This is an optimization exercise on Yosys and OpenROAD, whose aim is a short achievable clock period and few clock cycles per item, not a production implementation.
Only simulation tests tie the RTL to the original design; equivalence was not proved.
Power figures rest on the tool's default switching activity, not on a simulated workload.

==> flow/design.v <==
package rv_pkg;
    localparam int xlen        = 32;
    localparam int imem_depth  = 16;
    localparam int dmem_depth  = 16;
    localparam int imem_aw     = $clog2(imem_depth);
    localparam int dmem_aw     = $clog2(dmem_depth);
    localparam int queue_depth = 4;
    localparam int qptr_w      = $clog2(queue_depth);    
    typedef enum logic [6:0] {
        op_r      = 7'b0110011,
        op_imm    = 7'b0010011,
        op_load   = 7'b0000011,
        op_store  = 7'b0100011,
        op_branch = 7'b1100011,
        op_lui    = 7'b0110111,
        op_auipc  = 7'b0010111,
        op_jal    = 7'b1101111
    } opcode_e;
    typedef enum logic [1:0] {
        aop_add    = 2'b00,    
        aop_funct  = 2'b01,    
        aop_branch = 2'b10,    
        aop_pass   = 2'b11     
    } alu_op_e;
    typedef struct packed {
        logic    mem_rd;
        logic    mem_wr;
        logic    reg_wr;
        logic    wb_link;        
        logic    alu_src_imm;    
        alu_op_e alu_op;
        logic    branch;         
        logic    jump;
    } ctrl_t;
endpackage
module core_top (
    input  logic                       clk,
    input  logic                       rst,
    input  logic                       run,
    input  logic                       imem_we,
    input  logic [rv_pkg::imem_aw-1:0] imem_addr,
    input  logic [31:0]                imem_wdata,
    output logic                       retire_valid,
    output logic [rv_pkg::xlen-1:0]    retire_pc,
    output logic [4:0]                 retire_rd,
    output logic [rv_pkg::xlen-1:0]    retire_data,
    output logic                       retire_we
);
    localparam logic [6:0] OP_R     = 7'b0110011;
    localparam logic [6:0] OP_I     = 7'b0010011;
    localparam logic [6:0] OP_L     = 7'b0000011;
    localparam logic [6:0] OP_S     = 7'b0100011;
    localparam logic [6:0] OP_B     = 7'b1100011;
    localparam logic [6:0] OP_LUI   = 7'b0110111;
    localparam logic [6:0] OP_AUIPC = 7'b0010111;
    localparam logic [6:0] OP_JAL   = 7'b1101111;
    logic [31:0]   imem [16];
    logic [31:0]   dmem [16];
    logic [31:0]   xreg [32];        
    logic [511:0]  im;               
    logic [511:0]  im_eff;           
    logic [1023:0] rf;               
    logic        go;                 
    logic        ok;                 
    logic        rst_q;              
    logic        exec;
    logic        wq_en;              
    logic [3:0]  wq_addr;
    logic [31:0] wq_data;
    logic [31:0] pc, pc_s, pc_t;     
    logic [31:0] ir, ns_w, nt_w;     
    logic [31:0] opa, opb, opc;      
    always_comb begin
        for (int i = 0; i < 16; i++) begin
            im[i*32 +: 32]     = imem[i];
            im_eff[i*32 +: 32] = (wq_en && wq_addr == 4'(i)) ? wq_data : imem[i];
        end
        rf[31:0] = '0;
        for (int i = 1; i < 32; i++) begin
            rf[i*32 +: 32] = xreg[i];
        end
    end
    assign exec = go && ok;
    logic [6:0]  op;
    logic [2:0]  f3;
    logic [4:0]  rd;
    logic        is_r, is_i, is_l, is_s, is_b, is_lui, is_auipc, is_jal;
    logic        wr;
    logic [31:0] sum, diff, ld, result;
    logic        lt, eq, taken;
    logic        s_sum, s_diff, s_lt, s_xor, s_or, s_and;
    assign op       = ir[6:0];
    assign f3       = ir[14:12];
    assign rd       = ir[11:7];
    assign is_r     = (op == OP_R);
    assign is_i     = (op == OP_I);
    assign is_l     = (op == OP_L);
    assign is_s     = (op == OP_S);
    assign is_b     = (op == OP_B);
    assign is_lui   = (op == OP_LUI);
    assign is_auipc = (op == OP_AUIPC);
    assign is_jal   = (op == OP_JAL);
    assign wr       = (is_r || is_i || is_l || is_lui || is_auipc || is_jal) && (rd != 5'd0);
    assign sum  = opa + opb;
    assign diff = opa - opb;
    assign lt   = (opa[31] ^ opb[31]) ? opa[31] : diff[31];
    assign ld   = dmem[sum[5:2]];
    assign eq   = (opa == opc);
    assign taken = is_jal || (is_b && (eq ^ f3[0]));
    assign s_sum  = is_lui || is_auipc || ((is_i || (is_r && !ir[30])) && f3 == 3'b000);
    assign s_diff = is_r && ir[30] && f3 == 3'b000;
    assign s_lt   = (is_r || is_i) && f3 == 3'b010;
    assign s_xor  = (is_r || is_i) && f3 == 3'b100;
    assign s_or   = (is_r || is_i) && f3 == 3'b110;
    assign s_and  = (is_r || is_i) && f3 == 3'b111;
    assign result = ({32{s_sum}}  & sum)
                  | ({32{s_diff}} & diff)
                  | {31'b0, s_lt & lt}
                  | ({32{s_xor}}  & (opa ^ opb))
                  | ({32{s_or}}   & (opa | opb))
                  | ({32{s_and}}  & (opa & opb))
                  | ({32{is_l}}   & ld)
                  | ({32{is_jal}} & pc_s);
    logic [31:0] s_a, s_b, s_c, s_p4, s_pt, s_ws, s_wt;
    logic        s_fa, s_fb, s_fc;
    logic [31:0] t_a, t_b, t_c, t_p4, t_pt, t_ws, t_wt;
    logic        t_fa, t_fb, t_fc;
    logic [31:0] r_a, r_b, r_c, r_p4, r_pt, r_ws, r_wt;
    logic        r_fa, r_fb, r_fc;
    logic [31:0] pc_eff, ir_eff;
    logic        ir_good;
    next_cand u_s (
        .w (ns_w), .p (pc_s), .rf (rf), .rz (1'b0), .im (im), .rd_cur (rd), .wr_cur (wr),
        .a (s_a), .b (s_b), .c (s_c), .fa (s_fa), .fb (s_fb), .fc (s_fc),
        .p4 (s_p4), .pt (s_pt), .ws (s_ws), .wt (s_wt)
    );
    next_cand u_t (
        .w (nt_w), .p (pc_t), .rf (rf), .rz (1'b0), .im (im), .rd_cur (rd), .wr_cur (wr),
        .a (t_a), .b (t_b), .c (t_c), .fa (t_fa), .fb (t_fb), .fc (t_fc),
        .p4 (t_p4), .pt (t_pt), .ws (t_ws), .wt (t_wt)
    );
    assign pc_eff  = rst_q ? '0 : pc;
    assign ir_eff  = im_eff[{pc_eff[5:2], 5'b0} +: 32];
    assign ir_good = (ir == ir_eff);
    next_cand u_r (
        .w (ir), .p (pc_eff), .rf (rf), .rz (rst_q), .im (im_eff), .rd_cur (5'd0), .wr_cur (1'b0),
        .a (r_a), .b (r_b), .c (r_c), .fa (r_fa), .fb (r_fb), .fc (r_fc),
        .p4 (r_p4), .pt (r_pt), .ws (r_ws), .wt (r_wt)
    );
    logic        fwd_a, fwd_b, fwd_c;
    logic [31:0] oth_a, oth_b, oth_c;
    assign fwd_a = exec && (taken ? t_fa : s_fa);
    assign fwd_b = exec && (taken ? t_fb : s_fb);
    assign fwd_c = exec && (taken ? t_fc : s_fc);
    assign oth_a = exec ? (taken ? t_a : s_a) : r_a;
    assign oth_b = exec ? (taken ? t_b : s_b) : r_b;
    assign oth_c = exec ? (taken ? t_c : s_c) : r_c;
    always_ff @(posedge clk) begin
        opa <= fwd_a ? result : oth_a;
        opb <= fwd_b ? result : oth_b;
        opc <= fwd_c ? result : oth_c;
        if (exec) begin
            pc   <= taken ? pc_t : pc_s;
            pc_s <= taken ? t_p4 : s_p4;
            pc_t <= taken ? t_pt : s_pt;
            ir   <= taken ? nt_w : ns_w;
            ns_w <= taken ? t_ws : s_ws;
            nt_w <= taken ? t_wt : s_wt;
        end else begin
            pc   <= pc_eff;
            pc_s <= r_p4;
            pc_t <= r_pt;
            ir   <= ir_eff;
            ns_w <= r_ws;
            nt_w <= r_wt;
        end
        ok <= exec || ir_good;
    end
    always_ff @(posedge clk) begin
        go      <= run && !rst;
        rst_q   <= rst;
        wq_en   <= imem_we && !run;
        wq_addr <= imem_addr;
        wq_data <= imem_wdata;
    end
    always_ff @(posedge clk) begin
        for (int i = 0; i < 16; i++) begin
            if (wq_en && wq_addr == 4'(i)) begin
                imem[i] <= wq_data;
            end
        end
    end
    always_ff @(posedge clk) begin
        for (int i = 0; i < 16; i++) begin
            if (exec && is_s && sum[5:2] == 4'(i)) begin
                dmem[i] <= opc;
            end
        end
    end
    always_ff @(posedge clk) begin
        for (int i = 1; i < 32; i++) begin
            if (rst_q) begin
                xreg[i] <= '0;
            end else if (exec && wr && rd == 5'(i)) begin
                xreg[i] <= result;
            end
        end
    end
    always_ff @(posedge clk) begin
        retire_valid <= exec && !rst;
        retire_we    <= exec && wr && !rst;
        if (exec) begin
            retire_pc   <= pc;
            retire_rd   <= rd;
            retire_data <= is_s ? opc : result;
        end
    end
endmodule
module next_cand (
    input  logic [31:0]   w,
    input  logic [31:0]   p,
    input  logic [1023:0] rf,
    input  logic          rz,        
    input  logic [511:0]  im,
    input  logic [4:0]    rd_cur,
    input  logic          wr_cur,
    output logic [31:0]   a,
    output logic [31:0]   b,
    output logic [31:0]   c,
    output logic          fa,
    output logic          fb,
    output logic          fc,
    output logic [31:0]   p4,
    output logic [31:0]   pt,
    output logic [31:0]   ws,
    output logic [31:0]   wt
);
    logic [6:0]  op;
    logic [4:0]  rs1, rs2;
    logic        is_r, is_s, is_lui, is_auipc, is_jal;
    logic [31:0] r1, r2, imm, off;
    logic [5:0]  i4, it;
    assign op       = w[6:0];
    assign rs1      = w[19:15];
    assign rs2      = w[24:20];
    assign is_r     = (op == 7'b0110011);
    assign is_s     = (op == 7'b0100011);
    assign is_lui   = (op == 7'b0110111);
    assign is_auipc = (op == 7'b0010111);
    assign is_jal   = (op == 7'b1101111);
    assign r1 = rz ? '0 : rf[{rs1, 5'b0} +: 32];
    assign r2 = rz ? '0 : rf[{rs2, 5'b0} +: 32];
    always_comb begin
        if (is_s)                  imm = {{20{w[31]}}, w[31:25], w[11:7]};
        else if (is_lui || is_auipc) imm = {w[31:12], 12'b0};
        else                       imm = {{20{w[31]}}, w[31:20]};
        if (is_jal)                off = {{12{w[31]}}, w[19:12], w[20], w[30:21], 1'b0};
        else                       off = {{20{w[31]}}, w[7], w[30:25], w[11:8], 1'b0};
    end
    assign a  = is_auipc ? p : (is_lui ? '0 : r1);
    assign b  = is_r ? r2 : imm;
    assign c  = r2;
    assign fa = wr_cur && rs1 == rd_cur && !is_auipc && !is_lui;
    assign fb = wr_cur && rs2 == rd_cur && is_r;
    assign fc = wr_cur && rs2 == rd_cur;
    assign p4 = p + 32'd4;
    assign pt = p + off;
    assign i4 = p[5:0] + 6'd4;
    assign it = p[5:0] + off[5:0];
    assign ws = im[{i4[5:2], 5'b0} +: 32];
    assign wt = im[{it[5:2], 5'b0} +: 32];
endmodule
==> flow/run.sh <==
#!/bin/bash
# synth_recipe.tcl (not shown) runs the flow's synth.tcl, then flattens the netlist and writes it again
# the make line also repeats each setting of config.mk as NAME=value (left out here)
make -C /OpenROAD-flow-scripts/flow DESIGN_CONFIG=/design/flow/config.mk WORK_HOME=/design/flow/orfs CLKGATE_MAP_FILE= SYNTH_SCRIPT=/design/flow/synth_recipe.tcl finish
==> flow/config.mk <==
export PLATFORM = sky130hd
export DESIGN_NAME = core_top
export DESIGN_NICKNAME = core_top
export VERILOG_FILES = /design/flow/design.v
export SDC_FILE = /design/flow/constraint.sdc
export NUM_CORES = 4
export LEC_CHECK = 0
export ABC_CLOCK_PERIOD_IN_PS = 3000
export CAP_MARGIN = 20
export CORE_MARGIN = 2
export CORE_UTILIZATION = 40
export SETUP_SLACK_MARGIN = 5
export SLEW_MARGIN = 20
==> flow/constraint.sdc <==
create_clock -name core_clock -period 11.0 [get_ports {clk}]
set_input_delay 2.2000 -clock core_clock [delete_from_list [all_inputs] [get_ports {clk}]]
set_output_delay 2.2000 -clock core_clock [all_outputs]
set_load 0.01 [all_outputs]
==> results by group <==
Outcome
  • Status: failed layout checks
  • Layout check faults: capacitance limit, slew limit

Floorplan
  • CORE AREA: between 400000 and 500000 sq um
  • Core Rows: about 240
  • Initial Util: 0.401
  • Ports: approximately 110
  • Die height: 650 microns
  • Die footprint: 422000 sq um
  • Die width: 650 microns

Global route
  • Grt ovf: 0
  • GRT Overall Usage: 0.367
  • First-pass GRT wire length: ~1100 mm
  • Vias in the first global route: 137706
  • Largest net degree at the start of global routing: 171
  • Initial antenna violation count: 58

Place
  • IO buf count: 110
  • Placed cell area: between 150000 and 200000 sq um
  • Placed Cells: 19703
  • Pre-CTS WS: 4.70 ns
  • DP HPWL: approximately 500 mm
  • GPL Wtd Cong: roughly 1.0

Power and ir drop
  • VDD IR-drop max: 195 uV
  • Clock share of power: 0.326
  • Leak: around 65 nW
  • Cell Int Power: ~19 mW
  • Pwr dens: around 170 nW/um^2
  • Sw Ratio: 0.391
  • NetSw: between 10 and 15 mW
  • Flop pwr share: 0.348
  • Total Power: roughly 32 mW
  • Combinational power share: 0.326

Critical path
  • CP Launch Type: register
  • Worst path arrival time: roughly 7.2 ns
  • CP Capture Type: register
  • Setup CP Type: register to register
  • CP max FO: 14
  • WP data required: roughly 12 ns

STA
  • Fin. Hold Viols: 0
  • Hold_ws: ~0.47 ns
  • Slew @ Worst Pin: approximately 1.5 ns
  • RSZ-0062 raised after global routing: true
  • Fmax: 161 MHz
  • Clock Skew: between 0.08 and 0.09 ns
  • Final WS setup: approximately 4.8 ns
  • Final period utilization: 0.565
  • Count of final setup violators: 0
  • Slew HR: -0.0298
  • Setup TNS: 0 ns
  • Fin. max-slew vios: 3
  • Min Clock Period, post-route: a little over 6 ns

Detailed routing
  • DRC Markers: 0
  • Final ANT Viol Nets: 0
  • Vias: ~150k
  • WL final: 805 mm
  • Starting DRT DRC Count: about 27000
  • WL per Instance: between 30 and 40 microns
  • Vias per cell: around 7.3
  • First-pass DRT Iterations: 14

Clock tree
  • Number of H-tree levels: 5
  • Clock-pin slew of the registers on the worst-case setup and hold paths: around 0.070 ns
  • CTS tree: yes
  • CTS Root Buffer Type: clkbuf_16
  • Maximum clock path buffer count: 4
  • Clock Latency Late Sink: roughly 1.1 ns
  • Num CTS Buffers: ~290
  • CTS sink cnt: between 2000 and 2500

Finish
  • Seq. cell area: around 54000 sq um
  • Layout Nets: roughly 15000
  • Final Util: 0.442
  • Fin area: 184000 sq um
  • Largest registers: xreg (992), dmem (512), imem (512)
  • Layout area overhead: 10.2%
  • Max FFs per register: about 990
  • Multi-input logic area: 105000 sq um
  • Final cell count without fillers: just over 20000
  • Biggest register: xreg
  • Share of cells above drive strength 1: 0.255
  • # fillers: around 39000

Logic synthesis
  • Synthesized instance count: 15198
  • Synth area leader: mux4_2
  • Syn Area/Cell: about 11 sq um
  • Syn Std Cell Area: 167000 sq um
  • Number of synthesized register bits: roughly 2400
  • Count leader, synth: mux4_2
  • Library cells used by synthesis: approximately 120
  • Syn nets: 15432
  • Synth top cells by count: 2189 x mux4_2, 1831 x dfxtp_1, 1619 x nor2_1
  • Total of warnings raised by yosys: 5
  • Synth top area cells: mux4_2 30%, dfxtp_1 22%, edfxtp_1 11%, a211oi_1 5.1%, mux2i_1 3.9%
  • EDFF count, synth: between 500 and 600
  • Async set or reset register ratio after synthesis: 0
  • Share of the synthesized area in the top cell type: 0.296
  • Post-synthesis sequential area ratio: 0.325
  • Synth Flop Type: dfxtp_1

Run
  • Max Cap Violations: 1

Min path
  • Hold Path Class: register to register
-- final timing paths --
path / startpoint / slack [ns] / endpoint / cells past startpoint
max: wq_addr[0]$_DFF_P_ / 4.79 / ok$_DFF_P_ / 12
min: pc[6]$_DFF_P_ / 0.47 / retire_pc[6]$_DFFE_PP_ / 0
max reg2reg: wq_addr[0]$_DFF_P_ / 4.79 / ok$_DFF_P_ / 12
min reg2reg: pc[6]$_DFF_P_ / 0.47 / retire_pc[6]$_DFFE_PP_ / 0
-- kinds of logic after synthesis --
logic type	after synthesis	share of synthesized area
AOI/OAI and AO/OA	3728	0.156
adders and majority gates	194	0.0148
xor gates and xnor gates	243	0.0132
DFF	2415	0.325
buffers and inverters	2224	0.0541
and+or+nand+nor	3301	0.0848
muxes	3093	0.352
-- what timing repair did --
action | 4_1_cts | 5_1_grt
pin swaps | 1 | 10
endpoints found under the setup margin | 77 | 225
hold buffers | 0 | 0
gates resized for setup | 8 | 28
cloned | 1 | 5
setup buffers | 1 | 15
-- cells in the final DEF (no fill, tap or decap), drive strengths merged, types with 60 or more instances in the layout --
cell type,Yosys,layout
o22ai,117,117
nand2b,74,74
ha,188,188
a31oi,160,160
clkdlybuf4s50,0,110
mux2i,651,651
a22o,221,221
dfxtp,1831,1831
nand3,151,151
a21o,91,91
mux4,2189,2189
clkbuf,998,373
a2111oi,60,60
and3,63,63
inv,604,627
nor3,159,159
xor2,93,93
o21ai,458,458
diode,0,61
a21oi,661,661
mux2,253,253
a22oi,106,106
xnor2,150,150
buf,613,528
nand2,979,979
edfxtp,584,584
o211ai,137,137
clkinv,9,76
a211oi,1128,1128
a221oi,135,135
nor2,1633,1638
-- final cells by class --
cell class	instances	area share
diodes	61	0.000831
clock buffers	373	0.0432
clock inverters	140	0.0105
inverters	613	0.0127
multi-input cells	10565	0.570
flip-flops and latches	2415	0.296
well taps	5497	0.0374
repair buffers	638	0.0300
-- per-layer routing --
layer	vias to the layer above	track usage	share of wire
met2	13357	0.500	0.40
met4	38	0.250	0.085
met5	-	0	0.0012
met1	74039	0.464	0.35
li1	58286	-	-
met3	3293	0.163	0.16
-- power by group through the flow --
| stage | Sequential, mW | Combinational [mW] | Clock [mW] |
|---|---|---|---|
| 6_report | 11.1 | 10.4 | 10.4 |
| 5_1_grt | 11.0 | 10.6 | 10.7 |
| 4_1_cts | 11.0 | 9.93 | 10.3 |
| 3_5_place_dp | 11.1 | 9.91 | 0 |
| 3_3_place_gp | 11.1 | 9.87 | 0 |
| 2_1_floorplan | 10.2 | 6.87 | 0 |
-- critical path, stage by stage, from the launching register on --
cell      delay, ns
dfxtp_1        0.48
and3b_1        0.73
nand2_2        0.63
buf_4          0.48
buf_4          0.31
mux2i_1        0.33
mux2i_1        0.19
a221oi_1       0.97
xor2_1         0.48
o211ai_1       0.19
nor4_1         0.64
nand4_1        0.27
o41ai_2        0.39
Testbench counts, summed over its fixed seeds: cycles 18,564, instrs 13,124.

static timing again, ports no longer ideal:
The results above use ideal ports. As a check the final layout listed here was re-extracted and re-timed, cells and wires unchanged.
Step 1 (the two cells are an assumption about what drives the block):
set clk [get_ports {clk}]
set_driving_cell -lib_cell sky130_fd_sc_hd__clkbuf_16 $clk
set_driving_cell -lib_cell sky130_fd_sc_hd__buf_2 [delete_from_list [all_inputs] $clk]
Step 2 also shifts input and output timing later by t, the mid clock arrival at the registers, as if the neighbouring blocks saw the same clock.
Three values: no drivers, after step 1, after step 2; two values: the first two.
shift t [ns]: 1.102
setup WS [ns]: 4.787 / 4.787 / 4.787
hold WS [ns]: 0.471 / 0.471 / 0.471
latest minus earliest clock arrival (ns): 0.086 / 0.086
slew at the worst register clock pin (ns): 0.08 / 0.08
The setup slack of this run moves by 0.000 ns with the drivers and by 0.000 ns with both steps.
